Context: an optimization exercise on an open-source flow, tuned for small area, a short achievable clock period and few clock cycles per item. The choices shown serve that exercise and are no tape-out recipe.
Where RTL was checked, it was by simulation tests only, not by an equivalence proof against the original.
No activity file was given, so power comes from the tool's default toggle rates.

## mp_mul_sched
module mp_mul_sched #(
    parameter int WIDTH = rsa_pkg::DEF_WIDTH,
    parameter int LIMBS = rsa_pkg::DEF_LIMBS
) (
    input  logic                     clk,
    input  logic                     rst,
    input  logic                     start,
    input  logic [LIMBS*WIDTH-1:0]   op_a,
    input  logic [LIMBS*WIDTH-1:0]   op_b,
    output logic                     busy,
    output logic                     done,
    output logic [2*LIMBS*WIDTH-1:0] result,
    output logic [WIDTH-1:0]         mul_a,
    output logic [WIDTH-1:0]         mul_b,
    input  logic [WIDTH-1:0]         mul_lo,
    input  logic [WIDTH-1:0]         mul_hi
);
Size in the first run: about 460 flip-flops, about 650 I/O pins, ~20000 sq um of cells after synthesis.
clock: 7.0 ns
lec_check: 0
abc_clock_period_in_ps: 2000
cap_margin: 20
core_margin: 2
core_utilization: 60
place_density: 0.75
setup_slack_margin: 3.9
slew_margin: 20
standard.sh (not shown) runs the stock make flow with config.mk's settings and CLKGATE_MAP_FILE= SYNTH_SCRIPT=/design/flow/synth_recipe.tcl, a recipe that flattens the netlist after the stock synthesis.
==> flow/flow/run.sh <==
#!/bin/bash
# Standard layout, with every port buffered by the smallest buffer cell and a
# clock tree of fewer, larger sink clusters without dummy loads.
set -euo pipefail
bash standard.sh 'BUFFER_PORTS_ARGS=-buffer_cell sky130_fd_sc_hd__buf_1' \
  'CTS_ARGS=-sink_clustering_enable -repair_clock_nets -buf_list {sky130_fd_sc_hd__clkbuf_8} -sink_clustering_size 16 -sink_clustering_max_diameter 60 -dont_use_dummy_load' \
  finish > layout.log 2>&1
Then changed:
- PLACE_DENSITY: 0.75 -> not set
The new run ran to the end with no violations.
Global-route usage goes up by 0.34 points.
Worst setup slack is better by 75 ps.
Final cell count rose slightly.
Total power rose slightly.
Via count grows slightly.
No run of this note included a check of the RTL's function; only the layout flow was run.

---

Another version of the RTL of mp_mul_sched (not shown whole).
Size: roughly 1,400 cells after synthesis, about 460 flip-flops.
clock: 7.0 ns
lec_check: 0
abc_clock_period_in_ps: 2000
cap_margin: 20
core_margin: 2
core_utilization: 55
setup_slack_margin: 4.6
slew_margin: 20
run.sh (not shown) runs the stock make flow with config.mk's settings and CLKGATE_MAP_FILE= SYNTH_SCRIPT=/design/flow/synth_recipe.tcl, a recipe that flattens the netlist after the stock synthesis.
Stock flow here: none of the scripts above is used.
==> next run, changes <==
==> flow/flow/run.sh (new file) <==
#!/bin/bash
# Standard layout, with every port buffered by the smallest buffer cell.
set -euo pipefail
bash standard.sh 'BUFFER_PORTS_ARGS=-buffer_cell sky130_fd_sc_hd__buf_1' finish > layout.log 2>&1
==> flow/standard.sh (new file) <==
#!/bin/bash
# synth_recipe.tcl (not shown) runs the flow's synth.tcl, then flattens the netlist and writes it again
# the make line also repeats each setting of config.mk as NAME=value (left out here)
make -C /OpenROAD-flow-scripts/flow DESIGN_CONFIG=/design/flow/config.mk WORK_HOME=/design/flow/orfs CLKGATE_MAP_FILE= SYNTH_SCRIPT=/design/flow/synth_recipe.tcl "${@:-finish}"
removed: flow/run.sh
Outcome:
- hold slack got worse by 0.010 ns
- first-iteration DRC count is lower by 21%
- die area does not change
- via count came out lower by 6.9%
- area after synthesis is unchanged
- worst setup slack gains 0.11 ns
- synthesized cell count does not change
- total power falls by 5.4%
- count of clock-buffer cells in the layout grows by 12
- non-clock buffer count decreases by 61
No run of this note included a check of the RTL's function; only the layout flow was run.

---

## harbor
Another version of the RTL of mp_mul_sched (not shown whole).
Size in the first run: about 460 flip-flops, roughly 650 I/O pins, about 21000 µm² of cells after synthesis.
export LEC_CHECK = 0
export ABC_CLOCK_PERIOD_IN_PS = 2000
export CAP_MARGIN = 20
export CORE_MARGIN = 2
export CORE_UTILIZATION = 60
export SETUP_SLACK_MARGIN = 3.6
export SLEW_MARGIN = 20
create_clock -name core_clock -period 7.0 [get_ports {clk}]
standard.sh (not shown) runs the stock make flow with config.mk's settings and CLKGATE_MAP_FILE= SYNTH_SCRIPT=/design/flow/synth_recipe.tcl, a recipe that flattens the netlist after the stock synthesis.
==> flow/flow/run.sh <==
#!/bin/bash
# Standard layout, with every port buffered by the smallest buffer cell and a
# clock tree of fewer, larger sink clusters without dummy loads.
set -euo pipefail
bash standard.sh 'BUFFER_PORTS_ARGS=-buffer_cell sky130_fd_sc_hd__buf_1' \
  'CTS_ARGS=-sink_clustering_enable -repair_clock_nets -buf_list {sky130_fd_sc_hd__clkbuf_8 sky130_fd_sc_hd__clkbuf_16} -sink_clustering_size 20 -sink_clustering_max_diameter 60 -dont_use_dummy_load' \
  finish > layout.log 2>&1
Testbench counts of harbor, summed over its fixed seeds: cycles 19,200, items 960.
Here is what was changed in the inputs of nickel compared with harbor.
Settings: ABC_CLOCK_PERIOD_IN_PS removed (was 2000); CTS_BUF_LIST newly set to sky130_fd_sc_hd__clkbuf_4 sky130_fd_sc_hd__clkbuf_8; ABC_AREA newly set to 1.
==> flow/flow/run.sh <==
#!/bin/bash
# Standard layout, with every port buffered by the smallest buffer cell.
set -euo pipefail
bash standard.sh 'BUFFER_PORTS_ARGS=-buffer_cell sky130_fd_sc_hd__buf_1' finish > layout.log 2>&1
==> summary.txt <==
Between nickel and harbor, it is nickel whose final cycle utilization of the critical path is lower, by 2.5 points.
From harbor to nickel the numbers moved as follows: number of instances resized during post-cts repair lost 6; final worst clock skew fell 48 ps.
## Diff of input files: fjord against nickel
Settings: setting ABC_CLOCK_PERIOD_IN_PS to 2000 for the first time; changing SETUP_SLACK_MARGIN from 3.6 to 3.9; removing ABC_AREA (formerly 1); removing CTS_BUF_LIST (formerly sky130_fd_sc_hd__clkbuf_4 sky130_fd_sc_hd__clkbuf_8).
==> flow/flow/run.sh <==
#!/bin/bash
# Standard layout, with every port buffered by the smallest buffer cell and a
# clock tree of fewer, larger sink clusters without dummy loads.
set -euo pipefail
bash standard.sh 'BUFFER_PORTS_ARGS=-buffer_cell sky130_fd_sc_hd__buf_1' \
  'CTS_ARGS=-sink_clustering_enable -repair_clock_nets -buf_list {sky130_fd_sc_hd__clkbuf_8} -sink_clustering_size 16 -sink_clustering_max_diameter 60 -dont_use_dummy_load' \
  finish > layout.log 2>&1
Notes after the runs:
- In the reports for fjord and nickel, the larger number of antenna violations at the first check in global routing belongs to nickel.
- Summary of fjord over nickel: area of the die saw a decrease, leakage component of the power saw a decrease.
- Non-clock inverter total of the final layout (fjord over nickel): decrease, 298
- Re met2 track demand over resource: fjord is 11 points down on nickel.
- Comparing area after synthesis for fjord and nickel, the smaller number came from fjord.
- Relative to nickel, fjord degrades final critical-path required period.
- Looking at post-cts resize count, fjord sits 11 above nickel.
- Looking at utilization, fjord sits 1.0 points above nickel.

---

## build 95
Another version of the RTL of mp_mul_sched (not shown whole).
Size: about 460 flip-flops, ~0.020 mm² of cells after synthesis.
==> flow/config.mk <==
export PLATFORM = sky130hd
export DESIGN_NAME = mp_mul_sched
export DESIGN_NICKNAME = mp_mul_sched
export VERILOG_FILES = /design/flow/design.v
export SDC_FILE = /design/flow/constraint.sdc
export NUM_CORES = 4
export LEC_CHECK = 0
export ABC_CLOCK_PERIOD_IN_PS = 2000
export CAP_MARGIN = 5
export CORE_MARGIN = 2
export CORE_UTILIZATION = 60
export SETUP_SLACK_MARGIN = 3.9
export SLEW_MARGIN = 5
==> flow/constraint.sdc <==
create_clock -name core_clock -period 7.0 [get_ports {clk}]
set_input_delay 1.4000 -clock core_clock [delete_from_list [all_inputs] [get_ports {clk}]]
set_output_delay 1.4000 -clock core_clock [all_outputs]
set_load 0.01 [all_outputs]
==> flow/flow/run.sh <==
#!/bin/bash
# Standard layout, with every port buffered by the smallest buffer cell and a
# clock tree of fewer, larger sink clusters without dummy loads.
set -euo pipefail
bash standard.sh 'BUFFER_PORTS_ARGS=-buffer_cell sky130_fd_sc_hd__buf_1' \
  'CTS_ARGS=-sink_clustering_enable -repair_clock_nets -buf_list {sky130_fd_sc_hd__clkbuf_8} -sink_clustering_size 16 -sink_clustering_max_diameter 60 -dont_use_dummy_load' \
  finish > layout.log 2>&1
Build 95 | status: complete | timing, DRC, antenna: pass
Testbench counts of build 95, summed over its fixed seeds: cycles 19,200, items 960.
--- input diff build 95..build 41 ---
# build 95
export LEC_CHECK = 0
export ABC_CLOCK_PERIOD_IN_PS = 2000
export CAP_MARGIN = 5
export CORE_MARGIN = 2
export CORE_UTILIZATION = 60
export SETUP_SLACK_MARGIN = 3.9
export SLEW_MARGIN = 5
create_clock -name core_clock -period 7.0 [get_ports {clk}]
# build 41
export LEC_CHECK = 0
export ABC_CLOCK_PERIOD_IN_PS = 2000
export CAP_MARGIN = 20
export CORE_MARGIN = 2
export CORE_UTILIZATION = 60
export PLACE_DENSITY = 0.75
export SETUP_SLACK_MARGIN = 3.9
export SLEW_MARGIN = 20
create_clock -name core_clock -period 7.0 [get_ports {clk}]
==> summary.txt <==
Fmax | build 41 vs build 95 | build 41 faster. Share of final-layout standard cells stronger than drive strength 1 is lower on build 41. Die area: build 41 vs build 95, no meaningful difference. Looking at overall fraction of global-route tracks in use across build 95 and build 41, the one that comes out higher is build 41. Build 41 against build 95: total non-filler cell area in the finished layout went down 0.95%; clock skew -0.059 ns; number of antenna violations at the first check in global routing up 2; routed metal-1 wire length went down. [build 41] final hold slack rose 0.026 ns relative to build 95. Relative to build 95, build 41 improves post-route minimum period. Cell depth of the worst setup path: build 95 and build 41 compared, higher one is build 95.
Here is what was changed in the inputs of build 48 compared with build 41.
# build 41
export LEC_CHECK = 0
export ABC_CLOCK_PERIOD_IN_PS = 2000
export CAP_MARGIN = 20
export CORE_MARGIN = 2
export CORE_UTILIZATION = 60
export PLACE_DENSITY = 0.75
export SETUP_SLACK_MARGIN = 3.9
export SLEW_MARGIN = 20
create_clock -name core_clock -period 7.0 [get_ports {clk}]
# build 48
export LEC_CHECK = 0
export ABC_CLOCK_PERIOD_IN_PS = 2000
export CAP_MARGIN = 20
export CORE_MARGIN = 2
export CORE_UTILIZATION = 60
export SETUP_SLACK_MARGIN = 4.1
export SLEW_MARGIN = 20
create_clock -name core_clock -period 7.0 [get_ports {clk}]
- In build 48 relative to build 41, fmax had gone down slightly.
- [build 48] maximum number of pins on one net before global-route repair rose 67% relative to build 41
- Build 41 → build 48: part of the cycle the worst path needs picked up an extra 0.40 points, final weighted congestion of routability-driven global placement shrank by 1.5%, wire length of the first global-routing pass flat, area occupied by multi-input gates up 340 µm².
### build 48 -> build 54
# build 48
export LEC_CHECK = 0
export ABC_CLOCK_PERIOD_IN_PS = 2000
export CAP_MARGIN = 20
export CORE_MARGIN = 2
export CORE_UTILIZATION = 60
export SETUP_SLACK_MARGIN = 4.1
export SLEW_MARGIN = 20
create_clock -name core_clock -period 7.0 [get_ports {clk}]
# build 54
export LEC_CHECK = 0
export ABC_CLOCK_PERIOD_IN_PS = 2000
export CAP_MARGIN = 20
export CORE_MARGIN = 2
export CORE_UTILIZATION = 55
export PLACE_DENSITY = 0.75
export SETUP_SLACK_MARGIN = 3.9
export SLEW_MARGIN = 20
create_clock -name core_clock -period 7.0 [get_ports {clk}]
==> comparison <==
Looking at highest-delay cell along the critical path, the sky130_fd_sc_hd__dfxtp_4 result is from build 48; the sky130_fd_sc_hd__edfxtp_1 one comes from build 54.
Between build 54 and build 48, global-route track usage on met2 is lower for build 48, build 54 comes in above that.
Compared with build 48, build 54 shows a higher sequential share of layout area.
When the final numbers for build 54 and build 48 were put side by side, the worst voltage drop across the vdd grid turned out to be smaller in build 48.
Diff build 54 and build 48: placement-stage worst setup slack lower in build 54
Comparing build 54 against build 48, there is no change at all in post-synthesis instance total.
Comparing build 54 with build 48, the minimum clock period came out essentially unchanged.

---

Another version of the RTL of mp_mul_sched (not shown whole).
Size: roughly 1500 cells after synthesis, roughly 650 I/O pins, ~0.020 mm2 of cells after synthesis.
Settings: LEC_CHECK=0, ABC_CLOCK_PERIOD_IN_PS=2000, CAP_MARGIN=20, CORE_MARGIN=2, CORE_UTILIZATION=60, SETUP_SLACK_MARGIN=4.1, SLEW_MARGIN=20; clock period 7.0 ns.
Scripts as last shown in full above: flow/flow/run.sh
The baseline finished clean.
Next try:
==> flow/flow/run.sh (replaced) <==
#!/bin/bash
# Standard layout, with every port buffered by the smallest buffer cell.
set -euo pipefail
bash standard.sh 'BUFFER_PORTS_ARGS=-buffer_cell sky130_fd_sc_hd__buf_1' finish > layout.log 2>&1
CTS_BUF_LIST = sky130_fd_sc_hd__clkbuf_4 sky130_fd_sc_hd__clkbuf_8   (was default)
Result: Critical path depth is higher by 1; combinational power is about the same; global-route usage goes up by 1.1 points; routed wire length rises by about 4%; via count rose by about 3.7%; clock-buffer cell count climbs by 73; setup slack gets better by 0.012 ns; design area increases by about 4%; clock power climbs by about 90%.
No run of this note included a check of the RTL's function; only the layout flow was run.

---

mp_mul_sched with an RTL version that a note above also has.
For scale: roughly 1600 cells after synthesis, ~460 flip-flops.
clock: 7.0 ns
lec_check: 0
abc_clock_period_in_ps: 2000
cap_margin: 20
core_margin: 2
core_utilization: 60
cts_buf_list: sky130_fd_sc_hd__clkbuf_4 sky130_fd_sc_hd__clkbuf_8
setup_slack_margin: 3.9
slew_margin: 20
==> flow/flow/run.sh <==
#!/bin/bash
# Standard layout, with every port buffered by the smallest buffer cell.
set -euo pipefail
bash standard.sh 'BUFFER_PORTS_ARGS=-buffer_cell sky130_fd_sc_hd__buf_1' finish > layout.log 2>&1
Testbench counts at the start, summed over its fixed seeds: cycles 19,200, items 960.
Rerun with:
--- a/flow/config.mk
+++ b/flow/config.mk
@@ -12,3 +12,3 @@
 export CTS_BUF_LIST = sky130_fd_sc_hd__clkbuf_4 sky130_fd_sc_hd__clkbuf_8
-export SETUP_SLACK_MARGIN = 3.9
+export SETUP_SLACK_MARGIN = 3.6
 export SLEW_MARGIN = 20
Effect:
- final cell count decreases by 0.80%
- clock power decreases by about 4%
- global-route usage increases by 0.75 points
- wire length increases by 0.90%
- final area decreases by 2.3%
- sequential share of layout area increases by 1.1 points
- sequential power hardly moves
Rerun with:
==> flow/flow/run.sh (replaced) <==
#!/bin/bash
# Standard layout, with every port buffered by the smallest buffer cell and a
# clock tree of fewer, larger sink clusters without dummy loads.
set -euo pipefail
bash standard.sh 'BUFFER_PORTS_ARGS=-buffer_cell sky130_fd_sc_hd__buf_1' \
  'CTS_ARGS=-sink_clustering_enable -repair_clock_nets -buf_list {sky130_fd_sc_hd__clkbuf_8} -sink_clustering_size 16 -sink_clustering_max_diameter 60 -dont_use_dummy_load' \
  finish > layout.log 2>&1
--- a/flow/config.mk
+++ b/flow/config.mk
@@ -10,5 +10,4 @@
 export CORE_MARGIN = 2
-export CORE_UTILIZATION = 60
-export CTS_BUF_LIST = sky130_fd_sc_hd__clkbuf_4 sky130_fd_sc_hd__clkbuf_8
-export SETUP_SLACK_MARGIN = 3.6
+export CORE_UTILIZATION = 65
+export SETUP_SLACK_MARGIN = 4.15
 export SLEW_MARGIN = 20
Outcome: The changed run finished clean; total power drops by 12%; first-iteration DRC count climbs by 21%; synthesized area stays the same; wire length climbs by 6.2%; die area drops by 7.5%; register-to-register slack is better by 0.20 ns; setup slack is better by 0.20 ns; sequential power stays flat.

---

## run A
mp_mul_sched with an RTL version that a note above also has.
Size: about 1500 cells after synthesis, about 650 I/O pins, ~0.020 mm^2 of cells after synthesis.
// mp_mul_sched
module mp_mul_sched #(
    parameter int WIDTH = rsa_pkg::DEF_WIDTH,
    parameter int LIMBS = rsa_pkg::DEF_LIMBS
) (
    input  logic                     clk,
    input  logic                     rst,
    input  logic                     start,
    input  logic [LIMBS*WIDTH-1:0]   op_a,
    input  logic [LIMBS*WIDTH-1:0]   op_b,
    output logic                     busy,
    output logic                     done,
    output logic [2*LIMBS*WIDTH-1:0] result,
    output logic [WIDTH-1:0]         mul_a,
    output logic [WIDTH-1:0]         mul_b,
    input  logic [WIDTH-1:0]         mul_lo,
    input  logic [WIDTH-1:0]         mul_hi
);
    localparam int OPW   = LIMBS * WIDTH;
    localparam int NPAIR = LIMBS * LIMBS;
    localparam int FIRST = 4;                  
    localparam int LAST  = NPAIR + FIRST - 1;  
    localparam int CW    = $clog2(LAST + 2);
    logic                     busy_q, done_q;
    logic [CW-1:0]            cnt_q;
    logic                     acc_q, sh_q, m_q, pm_q, z_q;
    logic [OPW-1:0]           ar_q;
    logic [OPW-1:0]           b_q;
    logic [(LIMBS-1)*WIDTH-1:0] fifo_q;
  ...
Settings: LEC_CHECK=0, ABC_CLOCK_PERIOD_IN_PS=2000, CAP_MARGIN=20, CORE_MARGIN=2, CORE_UTILIZATION=60, PLACE_DENSITY=0.85, SETUP_SLACK_MARGIN=3.9, SLEW_MARGIN=20; clock period 7.0 ns.
==> flow/flow/run.sh <==
#!/bin/bash
# Standard layout, with every port buffered by the smallest buffer cell and a
# clock tree of fewer, larger sink clusters without dummy loads.
set -euo pipefail
bash standard.sh 'BUFFER_PORTS_ARGS=-buffer_cell sky130_fd_sc_hd__buf_1' \
  'CTS_ARGS=-sink_clustering_enable -repair_clock_nets -buf_list {sky130_fd_sc_hd__clkbuf_8} -sink_clustering_size 16 -sink_clustering_max_diameter 60 -dont_use_dummy_load' \
  finish > layout.log 2>&1
Testbench counts of run A, summed over its fixed seeds: cycles 19,200, items 960.
The inputs of run B differ from those of run A as listed below.
- removing PLACE_DENSITY (formerly 0.85)
### Flow results
Comparing run B and run A, average via count per standard cell is higher on run A.
Looking at critical-path cell with the highest stage delay, the sky130_fd_sc_hd__or4_4 result is from run B; the sky130_fd_sc_hd__dfxtp_4 one comes from run A.
Higher half-perimeter wire length after detailed placement among run B and run A: run A
Total power: run B below run A
Edits applied to the flow inputs when going from run B to run C:
- a change of CORE_UTILIZATION from 60 to 65
- a change of SETUP_SLACK_MARGIN from 3.9 to 4.1
## What came out
- No final results exist for run C, since it was stopped by error PPL-0024 during I/O pin placement.
- Reported for run C and run B, synthesized cell count turned out identical to the last digit.
- As far as count of unique library cells instantiated by Yosys goes, run B and run C are indistinguishable; the numbers are identical.
- Run B → run C: compound-cell area share of the yosys netlist has remained practically unchanged, post-synthesis mux area share has remained practically unchanged, effective utilization at floorplan has increased, average footprint of a synthesized cell has remained practically unchanged.
- Delta (run C minus run B): die span in x -about 4%, number of placement rows shows a reduction of 3, area of the mapped netlist has remained practically unchanged.
- Flop and latch count out of synthesis came out exactly the same in run C and run B.
- Vertical die dimension, run C vs run B: down by a few percent
Edits applied to the flow inputs when going from run C to run D:
- swapping 4.1 for 3.75 in SETUP_SLACK_MARGIN
- putting PLACE_DENSITY at 0.75 where nothing was set
- swapping 65 for 60 in CORE_UTILIZATION
Results
Run D finished all stages; the layout is clean. Compared with run C, in run D mean instance size in the synthesized netlist flat, compound-gate portion of the synthesized area flat, overall die width up about 4%. Initial standard-cell utilization of the core ended up 5.5 points lower on run D than on run C.
#### Input delta (run E over run D)
- SETUP_SLACK_MARGIN now 4.0, was 3.75
==> summary.txt <==
Comparing run D with run E, the share of the cycle needed by the critical path after routing came out essentially unchanged.
Between run E and run D, the placed instance area figures differ only marginally.
Compared with run D, run E shows clock network power share lower by 0.4 points.

==> re-timing with driven ports <==
The results above use ideal ports. As a check the final layouts listed here were re-extracted and re-timed, cells and wires unchanged.
Step 1 assumes that a clkbuf_16 drives the clock port and a buf_2 every other input.
Step 2 adds t to the input delays and takes it off the output delays; t is the mean of the earliest and latest rising clock arrival at the registers after step 1. Input paths then give back, and output paths get back, about the clock's delay inside the block.
Slacks: ideal ports / drivers / drivers and shift; pairs: ideal ports / drivers.
run	shift t [ns]	setup slack, ns	worst setup path after step 2	clock arrival spread, ns	worst register clock-pin slew, ns
the first run of note 1	0.609	3.668 / 3.646 / 3.038	input to register	0.055 / 0.055	0.10 / 0.10
the second run of note 1	0.589	3.742 / 3.742 / 3.221	input to register	0.077 / 0.078	0.11 / 0.11
the first run of note 2	0.621	2.976 / 2.976 / 2.976	register to register	0.021 / 0.021	0.07 / 0.07
the second run of note 2	0.631	3.089 / 3.089 / 3.089	register to register	0.014 / 0.013	0.07 / 0.07
harbor	0.567	3.687 / 3.706 / 3.139	input to register	0.070 / 0.070	0.08 / 0.08
nickel	0.702	3.865 / 3.865 / 3.765	input to register	0.019 / 0.020	0.07 / 0.07
fjord	0.615	3.855 / 3.855 / 3.241	input to register	0.066 / 0.065	0.10 / 0.10
build 95	0.589	3.800 / 3.800 / 3.386	input to register	0.105 / 0.104	0.10 / 0.10
build 41	0.604	3.817 / 3.817 / 3.342	input to register	0.046 / 0.046	0.10 / 0.10
build 48	0.599	3.789 / 3.789 / 3.528	input to register	0.049 / 0.049	0.10 / 0.10
build 54	0.661	3.791 / 3.791 / 3.317	input to register	0.047 / 0.047	0.10 / 0.10
the first run of note 5	0.607	3.728 / 3.712 / 3.105	input to register	0.041 / 0.041	0.11 / 0.11
the second run of note 5	0.662	3.739 / 3.714 / 3.052	input to register	0.029 / 0.030	0.08 / 0.08
the first run of note 6	0.663	3.905 / 3.869 / 3.206	input to register	0.033 / 0.032	0.07 / 0.07
the second run of note 6	0.665	3.746 / 3.746 / 3.101	input to register	0.030 / 0.030	0.07 / 0.07
the third run of note 6	0.605	3.950 / 3.950 / 3.387	input to register	0.066 / 0.066	0.10 / 0.10
run A	0.609	3.821 / 3.821 / 3.256	input to register	0.051 / 0.051	0.10 / 0.10
run B	0.589	3.800 / 3.800 / 3.386	input to register	0.105 / 0.104	0.10 / 0.10
run D	0.602	3.776 / 3.783 / 3.191	input to register	0.042 / 0.042	0.10 / 0.10
run E	0.612	3.782 / 3.782 / 3.352	input to register	0.061 / 0.062	0.10 / 0.10
After both steps setup and hold are still met in every run listed. The setup slack of the first run of note 6, which loses most, moves by -0.036 ns with the drivers and by -0.699 ns with both steps.
